What follows belongs to an exercise in optimizing a design on an open flow for small area and a short achievable clock period; a production flow would make more cautious choices.
Where RTL was checked, it was by simulation tests only, not by an equivalence proof against the original.
Power figures rest on the tool's default switching activity, not on a simulated workload.

==> flow/design.v (excerpt) <==
module matrix_mul
#(
  parameter int N  = matrix_mul_pkg::N,
  parameter int DW = matrix_mul_pkg::DW,
  parameter int OW = matrix_mul_pkg::OW
) (
  input  logic              clk,
  input  logic              rst_n,
  input  logic              in_valid,
  input  logic [N*N*DW-1:0] a_i,
  input  logic [N*N*DW-1:0] b_i,
  output logic              out_valid,
  output logic [N*N*OW-1:0] y_o
);
Size in the first run: ~3,300 cells after synthesis, about 390 I/O pins, about 0.043 mm2 of cells after synthesis.
==> flow/config.mk <==
export PLATFORM = sky130hd
export DESIGN_NAME = matrix_mul
export DESIGN_NICKNAME = matrix_mul
export VERILOG_FILES = /design/flow/design.v
export SDC_FILE = /design/flow/constraint.sdc
export NUM_CORES = 4
export LEC_CHECK = 0
export CAP_MARGIN = 20
export CORE_MARGIN = 2
export CORE_UTILIZATION = 68
export CTS_CLUSTER_DIAMETER = 100
export CTS_CLUSTER_SIZE = 24
export SETUP_SLACK_MARGIN = 3.35
export SLEW_MARGIN = 20
export SYNTH_HIERARCHICAL = 1
export SYNTH_MINIMUM_KEEP_SIZE = 0
==> flow/constraint.sdc <==
create_clock -name core_clock -period 5.5 [get_ports {clk}]
set_input_delay 1.1000 -clock core_clock [delete_from_list [all_inputs] [get_ports {clk}]]
set_output_delay 1.1000 -clock core_clock [all_outputs]
set_load 0.01 [all_outputs]
standard.sh (not shown) runs the stock make flow with config.mk's settings and CLKGATE_MAP_FILE= SYNTH_SCRIPT=/design/flow/synth_recipe.tcl, a recipe that flattens the netlist after the stock synthesis.
==> flow/flow/run.sh <==
#!/bin/bash
# The standard layout (standard.sh), except that the port buffers that
# buffer_ports inserts are buf_4 instead of the default cell (a slow delay buffer).
# Each tool's full output goes to standard.log in this folder.
export BUFFER_PORTS_ARGS="-buffer_cell sky130_fd_sc_hd__buf_4"
bash standard.sh > standard.log 2>&1
Next try:
Settings changed: CORE_UTILIZATION 68 to 60, SETUP_SLACK_MARGIN 3.35 to 3.25.
After rerunning: Sequential share of layout area climbs by 2.3 points; design area drops by about 7%; power drops by about 4%; register-to-register slack improved by 0.05 ns.
Next try:
==> flow/flow/run.sh (replaced) <==
#!/bin/bash
# The standard layout (standard.sh), with the port buffers that buffer_ports
# inserts chosen here instead of its default cell (a slow delay buffer): buf_4 on
# the inputs (each drives 16 gates), buf_2 on the outputs.
# Each tool's full output goes to standard.log in this folder.
cat > inbuf.tcl <<'EOT'
buffer_ports -inputs -buffer_cell sky130_fd_sc_hd__buf_4
EOT
export PRE_GLOBAL_PLACE_TCL=$PWD/inbuf.tcl
export BUFFER_PORTS_ARGS="-outputs -buffer_cell sky130_fd_sc_hd__buf_2"
bash standard.sh > standard.log 2>&1
Settings changed: CORE_UTILIZATION 60 to 68.
Result:
- wire length falls by roughly a tenth
- worst hold slack degrades by 0.098 ns
- critical path depth is unchanged
Next try:
==> flow/flow/run.sh (replaced) <==
#!/bin/bash
# The standard layout (standard.sh), except that the port buffers that
# buffer_ports inserts are buf_4 instead of the default cell (a slow delay buffer).
# Each tool's full output goes to standard.log in this folder.
export BUFFER_PORTS_ARGS="-buffer_cell sky130_fd_sc_hd__buf_4"
bash standard.sh > standard.log 2>&1
Settings changed: CORE_UTILIZATION 68 to 40, CTS_CLUSTER_DIAMETER 100 to default, CTS_CLUSTER_SIZE 24 to default.
Effect: Setup slack got worse by 0.057 ns. Count of clock-buffer cells in the layout goes up by 92. Cell count goes up by 19%. Non-clock buffer count rises by 130. Final area goes up by 11%. Combinational power grows by 16%. Total power rises by 24%. Global-route usage decreases by 12 points. Fmax falls by 2.4%. First-iteration DRC count goes down by 23%.
Next try:
Settings changed: CTS_CLUSTER_DIAMETER from default to 100, CTS_CLUSTER_SIZE from default to 24.
Effect: Core utilization fell by 2.0 points. Clock power drops by 45%. Non-clock buffer count does not change. Cell area went down by 4.2%. Maximum frequency barely changes. Wire length is lower by about 1.3%. Via count fell by 1.8%. Clock skew came out lower by 0.0094 ns. Total power falls by about 13%.
Next try:
Settings changed: CORE_UTILIZATION 40 to 75.
Clock power goes down by 9.1%. Hold slack improved by 0.046 ns. First-iteration DRC count climbs by 30%. Clock-buffer cell count is lower by 5. Design area fell by 3.1%. Via count grows by 6.2%.

---

Setup of red:
matrix_mul, a different RTL version from the one above (not shown whole).
Size: roughly 3500 cells after synthesis, about 930 flip-flops, roughly 44000 µm² of cells after synthesis.
clock: 5.5 ns
lec_check: 0
cap_margin: 20
core_margin: 2
core_utilization: 72
cts_cluster_diameter: 100
cts_cluster_size: 24
setup_slack_margin: 3.25
slew_margin: 20
synth_hierarchical: 1
synth_minimum_keep_size: 0
==> flow/flow/run.sh <==
#!/bin/bash
# The standard layout (standard.sh), with the port buffers chosen here instead
# of buffer_ports' default cell (a slow delay buffer): buf_2 on the outputs, placed
# with the rest at global placement, and buf_4 on the inputs (each drives 16
# gates), added right after global placement so that the timing-driven placer's
# remove_buffers does not take them out again.
# Each tool's full output goes to standard.log in this folder.
export BUFFER_PORTS_ARGS="-outputs -buffer_cell sky130_fd_sc_hd__buf_2"
export POST_GLOBAL_PLACE_TCL=$PWD/flow/inbuf.tcl
bash standard.sh > standard.log 2>&1
==> flow/flow/inbuf.tcl <==
# Buffer every input port (the standard flow buffers them at global placement,
# where this flow buffers only the outputs, with a smaller cell).
buffer_ports -inputs -buffer_cell sky130_fd_sc_hd__buf_4
red finished end to end and its layout was clean on timing, DRC and antenna.
#### Input delta (blue over red)
diff --git a/flow/config.mk b/flow/config.mk
--- a/flow/config.mk
+++ b/flow/config.mk
@@ -9,3 +9,3 @@
 export CORE_MARGIN = 2
-export CORE_UTILIZATION = 72
+export CORE_UTILIZATION = 68
 export CTS_CLUSTER_DIAMETER = 100
==> comparison <==
Summary of blue over red: power went up 0.00013 W; worst setup slack held; final period utilization held; register fraction of the total cell area held; worst reg-to-reg path cell count went up 3.

---

matrix_mul with an RTL version that a note above also has.
Size: roughly 3,300 cells after synthesis, about 390 I/O pins, ~43,000 µm² of cells after synthesis.
export LEC_CHECK = 0
export CAP_MARGIN = 20
export CORE_MARGIN = 2
export CORE_UTILIZATION = 40
export CTS_CLUSTER_DIAMETER = 80
export CTS_CLUSTER_SIZE = 20
export SETUP_SLACK_MARGIN = 3.25
export SLEW_MARGIN = 20
export SYNTH_HIERARCHICAL = 1
export SYNTH_MINIMUM_KEEP_SIZE = 0
create_clock -name core_clock -period 5.5 [get_ports {clk}]
==> flow/flow/run.sh <==
#!/bin/bash
# The standard layout (standard.sh), except that the port buffers that
# buffer_ports inserts are buf_4 instead of the default cell (a slow delay buffer).
# Each tool's full output goes to standard.log in this folder.
export BUFFER_PORTS_ARGS="-buffer_cell sky130_fd_sc_hd__buf_4"
bash standard.sh > standard.log 2>&1
Then changed:
- CORE_UTILIZATION: 40 -> 68
- CTS_CLUSTER_DIAMETER: 80 -> 100
- CTS_CLUSTER_SIZE: 20 -> 24
=> Combinational power drops by a few percent. Clock skew hardly moves. Power fell by a few percent. Non-clock buffer count stays the same. Synthesized area is unchanged. Synthesized cell count stays the same. Worst setup slack improved by 0.031 ns. Clock power fell by about a fifth. Routed wire length shrinks by a little under a tenth. Sequential power went down by a few percent.
Then changed:
- CORE_UTILIZATION: 68 -> 40
- CTS_CLUSTER_SIZE: 24 -> 30
What happened: Final cell count went up by 13%. Clock power goes up by about 6%. Register-to-register slack loses 0.04 ns. Clock-buffer cell count came out lower by 1. Area after synthesis does not change. Power goes up by about 1.8%. Critical path depth does not change.

---

Setup of before:
matrix_mul, a different RTL version from the one above (not shown whole).
Size: about 760 flip-flops, ~39000 um^2 of cells after synthesis.
Design matrix_mul, start of the top module:
module matrix_mul
#(
  parameter int N  = matrix_mul_pkg::N,
  parameter int DW = matrix_mul_pkg::DW,
  parameter int OW = matrix_mul_pkg::OW
) (
  input  logic              clk,
  input  logic              rst_n,
  input  logic              in_valid,
  input  logic [N*N*DW-1:0] a_i,
  input  logic [N*N*DW-1:0] b_i,
  output logic              out_valid,
  output logic [N*N*OW-1:0] y_o
);
  localparam int MW = N * N * DW;
  localparam int RW = 10;   
  localparam int LAT = 3;
  logic [LAT-1:0] v_q;
  always_ff @(posedge clk or negedge rst_n) begin
    if (!rst_n) v_q <= '0;
    else        v_q <= {v_q[LAT-2:0], in_valid};
  end
  assign out_valid = v_q[LAT-1];
  logic [MW-1:0] a_q, b_q;
  assign a_q = a_i;
  assign b_q = b_i;
  for (genvar i = 0; i < N; i++) begin : g_row
    for (genvar j = 0; j < N; j++) begin : g_col
      logic [N*DW-1:0] col;
      logic [RW-1:0]   dot;
      logic [RW-1:0]   y_q;
      for (genvar k = 0; k < N; k++) begin : g_k
        assign col[k*DW +: DW] = b_q[(k*N+j)*DW +: DW];
      end
      matrix_mul_dot u_dot (.clk(clk), .row_i(a_q[i*N*DW +: N*DW]), .col_i(col), .dot_o(dot));
      always_ff @(posedge clk) y_q <= dot;
  ...
Settings: LEC_CHECK=0, CAP_MARGIN=20, CORE_MARGIN=2, CORE_UTILIZATION=40, SETUP_SLACK_MARGIN=2.9, SLEW_MARGIN=20, SYNTH_HIERARCHICAL=1, SYNTH_MINIMUM_KEEP_SIZE=0; clock period 5.5 ns.
==> flow/flow/run.sh <==
#!/bin/bash
export BUFFER_PORTS_ARGS="-buffer_cell sky130_fd_sc_hd__buf_4"
bash standard.sh > standard.log 2>&1
before: PASS, flow complete, no timing, DRC or antenna violations
### before -> after
==> flow/run.sh (new file) <==
#!/bin/bash
# synth_recipe.tcl (not shown) runs the flow's synth.tcl, then flattens the netlist and writes it again
# the make line also repeats each setting of config.mk as NAME=value (left out here)
make -C /OpenROAD-flow-scripts/flow DESIGN_CONFIG=/design/flow/config.mk WORK_HOME=/design/flow/orfs CLKGATE_MAP_FILE= SYNTH_SCRIPT=/design/flow/synth_recipe.tcl finish
--- a/flow/config.mk
+++ b/flow/config.mk
@@ -9,5 +9,4 @@
 export CORE_MARGIN = 2
 export CORE_UTILIZATION = 40
-export SETUP_SLACK_MARGIN = 2.9
 export SLEW_MARGIN = 20
 export SYNTH_HIERARCHICAL = 1
removed: flow/flow/run.sh
removed: flow/standard.sh
==> comparison <==
after closes out successfully: all stages finished, all timing, DRC and antenna checks passed.
Lower fraction of area in non-clock buffers among before and after: before
Delta (after minus before): number of hold buffers added after cts shows no meaningful change, final design instance area without fill shows a reduction of 150 um^2, worst path arrival time shows an increase of 1.04 ns.
Delta (after minus before): delay contributed by the slowest stage of the critical path increased by 0.65 ns relative to the old numbers; worst-case hold slack increased by 0.096 ns relative to the old numbers; routing usage on met2 increased by 0.22 points relative to the old numbers; clock tree cell share of total cell area decreased by 0.27 points relative to the old numbers.

---

matrix_mul again, from the RTL that the note above started with.
clock: 5.5 ns
lec_check: 0
cap_margin: 20
core_margin: 2
core_utilization: 40
setup_slack_margin: 2.9
slew_margin: 20
synth_hierarchical: 1
synth_minimum_keep_size: 0
==> flow/flow/run.sh <==
#!/bin/bash
export BUFFER_PORTS_ARGS="-buffer_cell sky130_fd_sc_hd__buf_2"
bash standard.sh > standard.log 2>&1
Then changed:
Settings changed: SETUP_SLACK_MARGIN 2.9 to 3.2.
After rerunning:
- critical path depth does not change
- via count rose by 6.4%
- combinational power rose by 9.8%
- synthesized area stays the same
- register-to-register slack gets better by 0.03 ns
- cell count rose by 3.6%
- cell area rose by 13%
- worst setup slack gets better by 0.25 ns
- wire length rose by 23%
- clock power rose by 3.8%

---

== v6 ==
Another version of the RTL of matrix_mul (not shown whole).
Size in the first run: ~920 flip-flops, about 390 I/O pins.
==> flow/config.mk <==
export PLATFORM = sky130hd
export DESIGN_NAME = matrix_mul
export DESIGN_NICKNAME = matrix_mul
export VERILOG_FILES = /design/flow/design.v
export SDC_FILE = /design/flow/constraint.sdc
export NUM_CORES = 4
export LEC_CHECK = 0
export CAP_MARGIN = 20
export CORE_MARGIN = 2
export CORE_UTILIZATION = 40
export SETUP_SLACK_MARGIN = 3.15
export SLEW_MARGIN = 20
export SYNTH_HIERARCHICAL = 1
export SYNTH_MINIMUM_KEEP_SIZE = 0
==> flow/constraint.sdc <==
create_clock -name core_clock -period 5.5 [get_ports {clk}]
set_input_delay 1.1000 -clock core_clock [delete_from_list [all_inputs] [get_ports {clk}]]
set_output_delay 1.1000 -clock core_clock [all_outputs]
set_load 0.01 [all_outputs]
==> flow/flow/run.sh <==
#!/bin/bash
# The standard layout (standard.sh), except that the port buffers that
# buffer_ports inserts are buf_4 instead of the default cell (a slow delay buffer).
# Each tool's full output goes to standard.log in this folder.
export BUFFER_PORTS_ARGS="-buffer_cell sky130_fd_sc_hd__buf_4"
bash standard.sh > standard.log 2>&1
The inputs of v7 differ from those of v6 as listed below.
# v6
export LEC_CHECK = 0
export CAP_MARGIN = 20
export CORE_MARGIN = 2
export CORE_UTILIZATION = 40
export SETUP_SLACK_MARGIN = 3.15
export SLEW_MARGIN = 20
export SYNTH_HIERARCHICAL = 1
export SYNTH_MINIMUM_KEEP_SIZE = 0
create_clock -name core_clock -period 5.5 [get_ports {clk}]
# v7
export LEC_CHECK = 0
export CAP_MARGIN = 20
export CORE_MARGIN = 2
export CORE_UTILIZATION = 40
export SETUP_SLACK_MARGIN = 3.25
export SLEW_MARGIN = 20
export SYNTH_HIERARCHICAL = 1
export SYNTH_MINIMUM_KEEP_SIZE = 0
create_clock -name core_clock -period 5.5 [get_ports {clk}]
## What came out
- Changes observed in v7 relative to v6: wire length fell by 8.8%; worst hold slack fell by 16 ps.
- Compared with v6, v7 is more frugal on power.
- v6 → v7: highest ir drop seen on vdd has decreased; non-filler instance count after layout barely changed; met2 layer wire length in the routed design went up; synthesized-area fraction occupied by xor and xnor cells roughly the same.
No run of this note included a check of the RTL's function; only the layout flow was run.

==> re-timing with driven ports <==
The flow's constraints put no driver on any port. The routed layouts listed below were extracted and timed again, unchanged, in two steps.
Step 1: set_driving_cell puts a clkbuf_16 on clk and a buf_2 on each other input, an assumption about the parent block.
Step 2 adds t to the input delays and takes it off the output delays; t is the mean of the earliest and latest rising clock arrival at the registers after step 1. Input paths then give back, and output paths get back, about the clock's delay inside the block.
a / b / c = no drivers / after step 1 / after step 2; a / b = the first two.
run	t (ns)	setup slack, ns	hold slack, ns	worst register clock-pin slew, ns	cell pins on the clock port's net
the first run of note 1	0.673	3.156 / 3.156 / 2.655	0.255 / 0.222 / 0.332	0.10 / 0.10	1
the second run of note 1	0.678	3.201 / 3.185 / 2.716	0.262 / 0.222 / 0.310	0.10 / 0.10	1
the third run of note 1	0.675	3.226 / 3.219 / 2.595	0.164 / 0.130 / 0.332	0.10 / 0.10	1
the fourth run of note 1	0.736	3.169 / 3.164 / 2.689	0.196 / 0.157 / 0.320	0.06 / 0.06	1
the fifth run of note 1	0.722	3.166 / 3.166 / 2.708	0.208 / 0.170 / 0.331	0.11 / 0.11	1
the sixth run of note 1	0.677	3.130 / 3.130 / 2.714	0.254 / 0.221 / 0.334	0.10 / 0.10	1
red	0.680	3.273 / 3.211 / 2.731	0.245 / 0.208 / 0.333	0.10 / 0.10	1
blue	0.678	3.273 / 3.209 / 2.662	0.242 / 0.204 / 0.335	0.10 / 0.10	1
the first run of note 3	0.735	3.172 / 3.155 / 2.712	0.204 / 0.168 / 0.303	0.09 / 0.09	1
the second run of note 3	0.672	3.203 / 3.203 / 2.744	0.249 / 0.222 / 0.326	0.10 / 0.10	1
the third run of note 3	0.681	3.166 / 3.166 / 2.728	0.243 / 0.204 / 0.334	0.12 / 0.12	1
before	0.714	2.909 / 2.921 / 2.208	0.230 / 0.190 / 0.316	0.06 / 0.06	1
after	0.728	1.885 / 1.907 / 1.179	0.326 / 0.326 / 0.326	0.07 / 0.07	1
the first run of note 5	0.709	2.901 / 2.931 / 2.222	0.226 / 0.187 / 0.317	0.07 / 0.07	1
the second run of note 5	0.726	3.153 / 2.969 / 2.243	0.226 / 0.183 / 0.322	0.07 / 0.07	1
v6	0.744	3.137 / 3.135 / 2.683	0.207 / 0.174 / 0.324	0.06 / 0.06	1
v7	0.744	3.213 / 3.150 / 2.747	0.192 / 0.147 / 0.304	0.06 / 0.06	1
After both steps setup and hold are still met in every run listed. The setup slack of the second run of note 5, which loses most, moves by -0.184 ns with the drivers and by -0.910 ns with both steps.
